What follows belongs to an exercise in optimizing a design on an open flow for small area and a short achievable clock period; a production flow would make more cautious choices.
Only simulation tests tie the RTL to the original design; equivalence was not proved.
No activity file was given, so power comes from the tool's default toggle rates.

$ cat design/flow/run.sh
#!/bin/bash
# synth_recipe.tcl (not shown) runs the flow's synth.tcl, then flattens the netlist and writes it again
# the make line also repeats each setting of config.mk as NAME=value (left out here)
make -C /OpenROAD-flow-scripts/flow DESIGN_CONFIG=/design/flow/config.mk WORK_HOME=/design/flow/orfs CLKGATE_MAP_FILE= SYNTH_SCRIPT=/design/flow/synth_recipe.tcl finish
$ cat design/flow/config.mk
export PLATFORM = sky130hd
export DESIGN_NAME = mesh_router_node
export DESIGN_NICKNAME = mesh_router_node
export VERILOG_FILES = /design/flow/design.v
export SDC_FILE = /design/flow/constraint.sdc
export NUM_CORES = 4
export LEC_CHECK = 0
export CAP_MARGIN = 20
export CORE_MARGIN = 2
export CORE_UTILIZATION = 60
export CTS_CLUSTER_DIAMETER = 100
export CTS_CLUSTER_SIZE = 24
export SETUP_SLACK_MARGIN = 3.6
export SLEW_MARGIN = 20
$ cat design/flow/constraint.sdc
create_clock -name core_clock -period 7.0 [get_ports {clk}]
set_input_delay 1.4000 -clock core_clock [delete_from_list [all_inputs] [get_ports {clk}]]
set_output_delay 1.4000 -clock core_clock [all_outputs]
set_load 0.01 [all_outputs]
$ cat design/flow/design.v
module mesh_router_node (
    input  logic         clk,
    input  logic         rst,
    input  logic [159:0] data_in_bus,
    input  logic [4:0]   valid_in_bus,
    output logic [4:0]   ready_in_bus,
    output logic [159:0] data_out_bus,
    output logic [4:0]   valid_out_bus,
    input  logic [4:0]   ready_out_bus,
    output logic [7:0]   drop_count
);
    mesh_xy_router #(
        .ROWS(4), .COLS(4), .X(1), .Y(1),
        .DATA_WIDTH(32), .TYPE_WIDTH(2), .FIFO_DEPTH(16), .DEST_WIDTH(5)
    ) u_router (
        .clk(clk), .rst(rst),
        .data_in_bus(data_in_bus), .valid_in_bus(valid_in_bus), .ready_in_bus(ready_in_bus),
        .data_out_bus(data_out_bus), .valid_out_bus(valid_out_bus), .ready_out_bus(ready_out_bus),
        .drop_count(drop_count)
    );
endmodule

module mesh_xy_router #(
    parameter int ROWS       = 2,
    parameter int COLS       = 2,
    parameter int X          = 0,
    parameter int Y          = 0,
    parameter int DATA_WIDTH = 32,
    parameter int TYPE_WIDTH = 2,
    parameter int FIFO_DEPTH = 16,
    parameter int DEST_WIDTH = (ROWS * COLS > 1) ? $clog2(ROWS * COLS) : 1
) (
    input  logic                    clk,
    input  logic                    rst,
    input  logic [5*DATA_WIDTH-1:0] data_in_bus,
    input  logic [4:0]              valid_in_bus,
    output logic [4:0]              ready_in_bus,
    output logic [5*DATA_WIDTH-1:0] data_out_bus,
    output logic [4:0]              valid_out_bus,
    input  logic [4:0]              ready_out_bus,
    output logic [7:0]              drop_count
);
    localparam int NP    = 5;
    localparam int DW    = DATA_WIDTH;
    localparam int RD    = FIFO_DEPTH - 1;            
    localparam int AW    = (RD > 1) ? $clog2(RD) : 1;
    localparam int NODES = ROWS * COLS;
    localparam logic [TYPE_WIDTH-1:0] T_SINGLE = TYPE_WIDTH'(0);
    localparam logic [TYPE_WIDTH-1:0] T_HEAD   = TYPE_WIDTH'(1);
    localparam logic [TYPE_WIDTH-1:0] T_TAIL   = TYPE_WIDTH'(3);
    localparam int FD = NP + 4;
    function automatic logic [FD-1:0] decode(input logic [DW-1:0] f);
        logic [TYPE_WIDTH-1:0] t;
        int dest, dx, dy;
        logic ok, hd;
        logic [2:0] r;
        t    = f[DW-1 -: TYPE_WIDTH];
        dest = int'(f[DEST_WIDTH-1:0]);
        dx   = dest % COLS;
        dy   = dest / COLS;
        ok   = (dest < NODES);
        hd   = (t == T_SINGLE) || (t == T_HEAD);
        if (dx > X)      r = 3'd1;
        else if (dx < X) r = 3'd2;
        else if (dy > Y) r = 3'd3;
        else if (dy < Y) r = 3'd4;
        else             r = 3'd0;
        for (int o = 0; o < NP; o++) decode[o] = hd && ok && (r == 3'(o));
        decode[NP]     = hd && !ok;
        decode[NP + 1] = hd;
        decode[NP + 2] = (t == T_HEAD);
        decode[NP + 3] = (t == T_TAIL);
    endfunction
    function automatic logic [AW-1:0] inc(input logic [AW-1:0] p);
        inc = (p == AW'(RD - 1)) ? '0 : p + 1'b1;
    endfunction
    logic [DW-1:0] mem [NP][RD];
    logic [AW-1:0] wp   [NP];
    logic [AW-1:0] rp   [NP];
    logic [DW-1:0] fr   [NP];     
    logic [FD-1:0] fd   [NP];     
    logic [NP-1:0] fv, full, wr_en, ram_ne;
    logic [DW-1:0] din  [NP];
    logic [DW-1:0] nfl  [NP];     
    logic [FD-1:0] nfd  [NP];
    logic [AW-1:0] rp_inc [NP], wp_inc [NP];
    logic [NP-1:0] ram_one, ram_last;    
    always_comb begin
        for (int i = 0; i < NP; i++) begin
            din[i]          = data_in_bus[i*DW +: DW];
            ready_in_bus[i] = !rst && !full[i];
            wr_en[i]        = valid_in_bus[i] && ready_in_bus[i];
            rp_inc[i]       = inc(rp[i]);
            wp_inc[i]       = inc(wp[i]);
            ram_one[i]      = (wp[i] == rp_inc[i]);
            ram_last[i]     = (wp_inc[i] == rp[i]);
            nfl[i]          = (fv[i] && ram_ne[i]) ? '0 : din[i];
            for (int k = 0; k < RD; k++)
                if (fv[i] && ram_ne[i] && rp[i] == AW'(k)) nfl[i] = nfl[i] | mem[i][k];
            nfd[i]          = decode(nfl[i]);
        end
    end
    always_ff @(posedge clk) begin
        for (int i = 0; i < NP; i++) begin
            for (int k = 0; k < RD; k++) begin
                if (valid_in_bus[i] && !full[i] && fv[i] && (wp[i] == AW'(k)))
                    mem[i][k] <= din[i];
            end
        end
    end
    logic [NP-1:0] own  [NP];   
    logic [NP-1:0] rr   [NP];   
    logic [NP-1:0] arb_en, out_valid;
    logic [DW-1:0] out_data [NP];
    logic [NP-1:0] dropping, owned;
    logic [NP-1:0] locked, can_accept, gany, lock_tail;
    logic [NP-1:0] is_head, is_hd, is_tail, bad;
    logic [NP-1:0] gsel [NP];   
    logic [NP-1:0] pick [NP];
    logic [NP-1:0] out_pop, discard, drop_head, pop;
    logic [DW-1:0] odata_nxt [NP];
    always_comb begin
        for (int i = 0; i < NP; i++) begin
            bad[i]       = fd[i][NP];
            is_head[i]   = fd[i][NP + 1];
            is_hd[i]     = fd[i][NP + 2];
            is_tail[i]   = fd[i][NP + 3];
            discard[i]   = fv[i] && !owned[i] && (dropping[i] || !is_head[i] || bad[i]);
            drop_head[i] = fv[i] && !owned[i] && !dropping[i] && bad[i];
        end
        out_pop = '0;
        for (int o = 0; o < NP; o++) begin
            logic [NP-1:0] r;
            locked[o] = |own[o];
            for (int i = 0; i < NP; i++)
                r[i] = fd[i][o] && fv[i] && !owned[i] && !dropping[i];
            for (int i = 0; i < NP; i++) begin
                logic any;
                any = 1'b0;
                for (int s = 0; s < NP; s++) begin
                    logic clear;
                    clear = 1'b1;
                    for (int d = 0; d < ((i - s + NP) % NP); d++)
                        clear = clear && !r[(s + d) % NP];
                    any = any || (rr[o][s] && clear);
                end
                pick[o][i] = r[i] && any;
            end
            gsel[o]       = (own[o] & fv) | (arb_en[o] ? pick[o] : '0);
            can_accept[o] = !out_valid[o] || ready_out_bus[o];
            gany[o]       = can_accept[o] && (|gsel[o]);
            lock_tail[o]  = |(own[o] & is_tail);
            out_pop       = out_pop | (can_accept[o] ? gsel[o] : '0);
            odata_nxt[o]  = '0;
            for (int i = 0; i < NP; i++)
                if (gsel[o][i]) odata_nxt[o] = odata_nxt[o] | fr[i];
        end
        pop = out_pop | discard;
    end
    logic [3:0] drops_now;
    logic [8:0] drop_sum;
    always_comb begin
        drops_now = '0;
        for (int i = 0; i < NP; i++) drops_now = drops_now + 4'(drop_head[i]);
        drop_sum = {1'b0, drop_count} + 9'(drops_now);
    end
    always_ff @(posedge clk) begin
        for (int o = 0; o < NP; o++)
            if (can_accept[o]) out_data[o] <= odata_nxt[o];
        for (int i = 0; i < NP; i++) begin
            if (!fv[i] || pop[i]) begin
                fr[i] <= nfl[i];
                fd[i] <= nfd[i];
            end
        end
    end
    always_ff @(posedge clk) begin
        if (rst) begin
            for (int i = 0; i < NP; i++) begin
                wp[i]   <= '0;
                rp[i]   <= '0;
                own[i]  <= '0;
                rr[i]   <= NP'(1);
            end
            fv         <= '0;
            ram_ne     <= '0;
            full       <= '0;
            owned      <= '0;
            dropping   <= '0;
            arb_en     <= '1;
            out_valid  <= '0;
            drop_count <= '0;
        end else begin
            for (int i = 0; i < NP; i++) begin
                rp[i]   <= (pop[i] && ram_ne[i]) ? rp_inc[i] : rp[i];
                wp[i]   <= (pop[i] ? (ram_ne[i] && wr_en[i]) : (fv[i] && wr_en[i])) ? wp_inc[i] : wp[i];
                ram_ne[i] <= pop[i] ? (ram_ne[i] && (wr_en[i] || !ram_one[i]))
                                    : (ram_ne[i] || (fv[i] && wr_en[i]));
                fv[i]   <= fv[i] ? (!pop[i] || ram_ne[i] || wr_en[i]) : wr_en[i];
                full[i] <= !pop[i] && (full[i] || (wr_en[i] && fv[i] && ram_last[i]));
                if (out_pop[i])
                    owned[i] <= owned[i] ? !is_tail[i] : is_hd[i];
                if (drop_head[i] && is_hd[i])
                    dropping[i] <= 1'b1;
                else if (dropping[i] && discard[i] && is_tail[i])
                    dropping[i] <= 1'b0;
            end
            for (int o = 0; o < NP; o++) begin
                out_valid[o] <= gany[o] || (out_valid[o] && !ready_out_bus[o]);
                arb_en[o]    <= !locked[o] && !(gany[o] && (|(pick[o] & is_hd)));
                if (gany[o]) begin
                    if (locked[o]) begin
                        if (lock_tail[o]) own[o] <= '0;
                    end else begin
                        rr[o] <= {pick[o][NP-2:0], pick[o][NP-1]};
                        if (|(pick[o] & is_hd)) own[o] <= pick[o];
                    end
                end
            end
            drop_count <= drop_sum[8] ? 8'hFF : drop_sum[7:0];
        end
    end
    always_comb begin
        for (int o = 0; o < NP; o++)
            data_out_bus[o*DW +: DW] = out_data[o];
    end
    assign valid_out_bus = out_valid;
endmodule
==> flow_summary.ini <==
[status]
outcome = timing/DRC/antenna clean

[die]
die_area_um2 = 189800
fp.dieW_um = 435.7
rows = 158
start_util = 0.6037
fp.dieH_um = 435.7
io_pins = 350
core_um2 = 185200

[critical_path]
crit_chain = clkinvlp_4 > nor2_2 > nand2_1 > nor2_2 > ha_1 > inv_2 > fa_2 > inv_2 > ha_4 > inv_2 > fa_1 > inv_2 > fa_2 > a21oi_2 > nor2b_2 > and2_4 > nand4_1 > a21oi_1
endpoint_kind = flop
cp_slowest_cell = fa_2
worstSetupPathType = flop to flop
r2r_end = u_router.drop_count[3]$_SDFF_PP0_
r2r_start = u_router.fv[0]$_SDFF_PP0_
cp_max_fo = 6
required_ns = 7.70
worstSetupStartpointType = flop
critPathBufInv = 5
r2r_cells = 18
cpMostUsedCell = inv_2
cpPeakStageDelay_ns = 0.48
cp_top_family = adder cells
r2r_slack_ns = 3.43
cp.arrival_ns = 4.28

[logic_synthesis]
yosys_warnings = 17
synth_top_cell_area_share = 0.7425
syn_area_um2 = 111800
synth-seq-cells = 2898
synth-async-reset-ratio = 0
synth_area_leaders = edfxtp_1, a22oi_1, a221oi_1, a22o_1, dfxtp_1
synth-edff-count = 2765
ys_seq_area_frac = 0.7663
avgSynthCellArea_um2 = 16.18
synth_cell_types = 94
netlist_instances = 6911
synth_top_flop_cell = edfxtp_1
synth_top_area_cell = edfxtp_1
syn_nets = 7091

[sta]
setup_viol = 0
postLayoutSetupSlackWorst_ns = 3.428
rsz0062_at_grt = true
period_share = 0.5104
hold_violations = 0
slew_headroom = 0.2542
skew_ns = 0.03816
fmax_mhz = 279.9
setup_tns_ns = 0
worst_pin_slew_ns = 1.118
finalCriticalPeriod_ns = 3.572
report.final.slew_viol_count = 0

[routing]
dr.max_layer_used = met5
wire_per_inst_um = 36.38
firstDrtPassIters = 15
drc = 0
via_per_inst = 7.279
routedLengthMet1_um = 130200
dr_wl_met3_um = 37240
via_count = 71210
drt_wl_total_um = 355800
drtIter0Drc = 12070
detail-route-antenna-nets = 0
met2_length_um = 165000

[hold_path]
holdCritPathClass = flop to flop
hold_end = u_router.full[2]$_SDFF_PP0_
hp-start = u_router.full[2]$_SDFF_PP0_
hold_path_depth = 2

[final_layout]
final_cell_mix = edfxtp_1, a22oi_1, a221oi_1
postLayoutCellArea_um2 = 125100
nets = 7407
final_common_cell = edfxtp_1
syn2layout_area_growth_pct = 11.88
drive_gt1_frac = 0.1124

[clock_tree]
cts.sinks = 2898
cts-root-buf = clkbuf_16
cts_tree = built
clockBufferDepth = 3
cts-buffers-inserted = 140
cts.reportedPaths.clkPinSlew_ns = 0.10
htreeDepth = 4
clk_latency_ns = 0.84

[placement]
gp_congestion = 0.9962
dp_hpwl_um = 210100
placed_area_um2 = 119200
portBuffers = 349
post-place-ws_ns = 2.028

[power]
peakVddDrop_v = 0.0002785
power.density_nw_per_um2 = 268.2
p_leak_uw = 0.03944

[global_routing]
track_usage = 0.3653
grt_max_degree = 46
antenna_found_initial = 42
grt_overflow = 0
grt_pass1_wl_um = 494900
grt_pass1_vias = 65710

[run]
drv_cap = 0
flip-flops by register name, summed over array words and instances (netlist names):
register             cells
u_router.out_valid       5
u_router.own            25
u_router.drop_count      8
u_router.rr             25
u_router.ram_ne          5
u_router.fd             45
u_router.rp             20
u_router.out_data      160
u_router.fv              5
u_router.dropping        5
u_router.full            5
u_router.fr            160
u_router.owned           5
u_router.wp             20
u_router.mem          2400
u_router.arb_en          5
where the power goes:
group          leakage, µW  internal (µW)  total, µW  switching (µW)
sequential          0.0267          19800      20900            1090
combinational       0.0108           1350       3530            2180
clock              0.00195           3960       9130            5170
worst max-delay path by stage:
stage | startpoint | to | slack [ns] | cells past startpoint
after floorplan | valid_in_bus[3] | u_router.mem[49][0]$_DFFE_PP_ | 3.18 | 4
after global placement | ready_out_bus[1] | u_router.fr[1][3]$_DFFE_PP_ | 2.14 | 6
after detailed placement | ready_out_bus[1] | u_router.wp[0][0]$_SDFFE_PP0P_ | 2.03 | 10
after CTS | u_router.fv[0]$_SDFF_PP0_ | u_router.drop_count[2]$_SDFF_PP0_ | 3.44 | 18
after global routing | u_router.fv[0]$_SDFF_PP0_ | u_router.drop_count[2]$_SDFF_PP0_ | 3.28 | 18
final | u_router.fv[0]$_SDFF_PP0_ | u_router.drop_count[3]$_SDFF_PP0_ | 3.43 | 18
repair_timing:
action,in CTS,in global routing
buffers inserted,48,44
pin swaps,32,41
hold buffers,0,0
gates resized for setup,168,95
setup endpoints to repair,910,521
gates cloned,3,6
metal layers:
metal / vias up / global-route usage
li1: 29360 / -
met1: 36380 / 0.5004
met2: 4604 / 0.5665
met3: 836 / 0.06587
met4: 30 / 0.1905
met5: - / 0
Yosys cell counts (42+ instances only):
library cell	count
inv_1	88
a222oi_1	165
nand4_1	148
a21oi_1	82
nand2_1	376
a221oi_1	381
dfxtp_1	133
o21ai_0	64
nor2_1	275
and2_1	42
clkbuf_1	400
a22o_1	378
nand3_1	252
a22oi_1	634
edfxtp_1	2765
nor3_1	79
buf_1	54
area by class of cell:
type,count,area [µm²]
multi-input combinational,3456,25950
timing repair buffer,641,5868
inverter,90,369.1
fill,12610,60120
antenna,17,42.54
sequential,2898,85750
clock buffer,188,3842
clock inverter,12,180.2
tap,2480,3103
metrics by stage:
step | utilization | power (µW) | cells | hold slack [ns]
floorplan | - | 21940 | 6911 | 0.4602
global placement | 0.6434 | 24320 | 9464 | 0.5082
detailed placement | 0.6434 | 24330 | 9464 | 0.5107
CTS | 0.6708 | 33330 | 9715 | 0.5289
global route | 0.6754 | 34290 | 9778 | 0.5567
finish | 0.6754 | 33560 | 9782 | 0.5392
kinds of logic after synthesis:
family / synth area share
AOI/OAI and AO/OA: 0.1429
xor gates and xnor gates: 0.001566
adders and majority gates: 0.001097
buffers and inverters: 0.01931
DFF: 0.7663
muxes: 0.003457
and+or+nand+nor: 0.06534
worst register-to-register path, cell delays in order, from the launching register on:
cell and delay (ns):
dfxtp_4 0.38, clkinvlp_4 0.10, nor2_2 0.10, nand2_1 0.08, nor2_2 0.11, ha_1 0.25
inv_2 0.07, fa_2 0.48, inv_2 0.09, ha_4 0.12, inv_2 0.03, fa_1 0.48
inv_2 0.07, fa_2 0.39, a21oi_2 0.16, nor2b_2 0.06, and2_4 0.17, nand4_1 0.21
a21oi_1 0.11

==> static timing again, ports no longer ideal <==
Ports are ideal in the flow. The routed layout listed here was re-timed in OpenROAD. Step 1, drivers: a clkbuf_16 drives clk and a buf_2 each remaining input, both assumed. Step 2 adds t to the input delays and takes it off the output delays; t is the mean of the earliest and latest rising clock arrival at the registers after step 1. Input paths then give back, and output paths get back, about the clock's delay inside the block. Three values: ideal, step 1, step 2; two values: the first two.
shift t [ns]: 0.915
slack for setup (ns): 3.428 / 3.428 / 2.724
clock arrival spread, ns: 0.039 / 0.040
slew at the worst register clock pin (ns): 0.10 / 0.10
After both steps this run still meets setup and hold. The setup slack of this run moves by 0.000 ns with the drivers and by -0.704 ns with both steps.
